Source: an optimization exercise on an open RTL-to-GDS flow (aim: small area and a short achievable clock period). Production flows keep margins and buffers that such runs may drop. In this exercise RTL edits were held to simulation tests only and were not proved equivalent to the original. No activity file was given, so power comes from the tool's default toggle rates.

== trial 71 ==
Design mips_core, start of the top module:
module mips_core #(
    parameter logic [mips_pkg::XLEN-1:0] P_RESET_PC = '0
) (
    input  logic                            i_clk,
    input  logic                            i_reset,
    input  logic                            i_instr_valid,
    input  mips_pkg::instr_t                i_instr,
    output logic                            o_instr_ready,
    input  logic                            i_ret_ready,
    output logic                            o_ret_valid,
    output logic                            o_ret_wr,
    output logic [mips_pkg::XLEN-1:0]       o_ret_pc,
    output logic [mips_pkg::XLEN-1:0]       o_ret_wdata,
    output logic [mips_pkg::XLEN-1:0]       o_ret_next_pc,
    output logic [mips_pkg::REG_AW-1:0]     o_ret_waddr
);
    logic            valid;      
    logic [31:0]     pc_q;       
    logic [31:0]     a_q;        
    logic [31:0]     b_q;        
    logic [31:0]     alt_q;      
    logic [4:1]      shl_q, shr_q;
    logic            sh1_q, sh_arith_q;
    logic [3:0]      lut_q;
    logic            llink_q;    
    logic            beq_q, bne_q, blez_q, bgtz_q, bltz_q, bgez_q, jmp_q, jr_q;
    logic            wr_q, movz_q, movn_q;
    logic [4:0]      waddr_q;
    logic [31:0]     regs [1:31];
    logic            load, retire;
    assign o_instr_ready = !valid || i_ret_ready;
    assign load          = i_instr_valid && o_instr_ready;
    assign retire        = valid && i_ret_ready;
    logic        a_zero, b_zero, ab_eq, taken;
    logic [31:0] pc4, next_pc, shifted, result;
    assign a_zero = (a_q == 32'd0);
    assign b_zero = (b_q == 32'd0);
    assign ab_eq  = (a_q == b_q);
    assign pc4    = {pc_q[31:2] + 30'd1, pc_q[1:0]};
    always_comb begin
        taken = (beq_q  && ab_eq)
             || (bne_q  && !ab_eq)
             || (blez_q && (a_q[31] || a_zero))
             || (bgtz_q && !a_q[31] && !a_zero)
             || (bltz_q && a_q[31])
             || (bgez_q && !a_q[31]);
        next_pc = ({32{jr_q}} & a_q)
                | ({32{!jr_q && (jmp_q || taken)}} & alt_q)
                | ({32{!jr_q && !jmp_q && !taken}} & pc4);
    end
    logic        fill;
    logic [31:0] lut_r;
    assign fill = sh_arith_q && b_q[31];
    always_comb begin
        shifted = ({32{shl_q[1]}} & (b_q << 2))
                | ({32{shr_q[1]}} & {{2{fill}}, b_q[31:2]})
                | ({32{sh1_q}}    & b_q);
  ...
Size: ~1200 flip-flops, roughly 140 I/O pins, ~0.055 mm² of cells after synthesis.
export LEC_CHECK = 0
export CAP_MARGIN = 20
export CORE_MARGIN = 2
export CORE_UTILIZATION = 55
export CTS_CLUSTER_DIAMETER = 100
export CTS_CLUSTER_SIZE = 24
export SETUP_SLACK_MARGIN = 5
export SLEW_MARGIN = 20
export TNS_END_PERCENT = 0
create_clock -name core_clock -period 10.0 [get_ports {i_clk}]
standard.sh (not shown) runs the stock make flow with config.mk's settings and CLKGATE_MAP_FILE= SYNTH_SCRIPT=/design/flow/synth_recipe.tcl, a recipe that flattens the netlist after the stock synthesis.
==> flow/flow/run.sh <==
#!/bin/bash
# The standard layout, except that the ports are buffered with plain
# buffers (buf_4) instead of the delay cells buffer_ports picks by default.
set -euo pipefail
bash standard.sh "BUFFER_PORTS_ARGS=-buffer_cell sky130_fd_sc_hd__buf_4" finish > standard_flow.log 2>&1
#### Input delta (trial 56 over trial 71)
==> flow/run.sh (new file) <==
#!/bin/bash
# synth_recipe.tcl (not shown) runs the flow's synth.tcl, then flattens the netlist and writes it again
# the make line also repeats each setting of config.mk as NAME=value (left out here)
make -C /OpenROAD-flow-scripts/flow DESIGN_CONFIG=/design/flow/config.mk WORK_HOME=/design/flow/orfs CLKGATE_MAP_FILE= SYNTH_SCRIPT=/design/flow/synth_recipe.tcl finish
removed: flow/flow/run.sh
removed: flow/standard.sh
==> notes.md <==
Sort trial 71 and trial 56 by total number of vias, ascending, and trial 71 comes first.
Trial 56 vs trial 71, worst-case vdd ir drop went down by about 12%.
Between trial 71 and trial 56, the fmax is lower for trial 56.
Compared with trial 71, trial 56 shows a higher slew at the pin closest to its max-slew limit.
Fraction of the cycle the final worst path needs ended up 0.19 points higher on trial 56 than on trial 71.
From trial 71 to trial 56 the numbers moved as follows: total power after layout essentially unchanged; portion of total power attributed to the clock network decreased 0.8 points.
Trial 56 completed end to end with timing, DRC and antenna clean.
Trial 56 ends up with a clock buffer count from CTS that is 1.8% lower than in trial 71.
Looking at number of clock-tree buffers in the layout, trial 56 sits about 8% higher than trial 71 does.

## port drivers added, routing unchanged
The flow's constraints put no driver on any port. The routed layouts listed below were extracted and timed again, unchanged, in two steps. Step 1: set_driving_cell puts a clkbuf_16 on i_clk and a buf_2 on each other input, an assumption about the parent block. Step 2 times the ports against the registers' clock, not the clock port: input delays grow and output delays shrink by t, the midpoint of the rising clock arrivals with the driver on. a / b / c = ideal / step 1 / step 2; a / b = the first two.
run | t (ns) | slack for setup (ns) | worst data-port slew with drivers (ns)
trial 71 | 0.810 | 4.386 / 4.316 / 3.659 | 0.09
trial 56 | 0.804 | 4.367 / 4.291 / 3.633 | 0.09
After both steps setup and hold are still met in every run listed. For trial 56, which loses most, drivers alone change the setup slack by -0.076 ns; drivers and shift together by -0.734 ns.
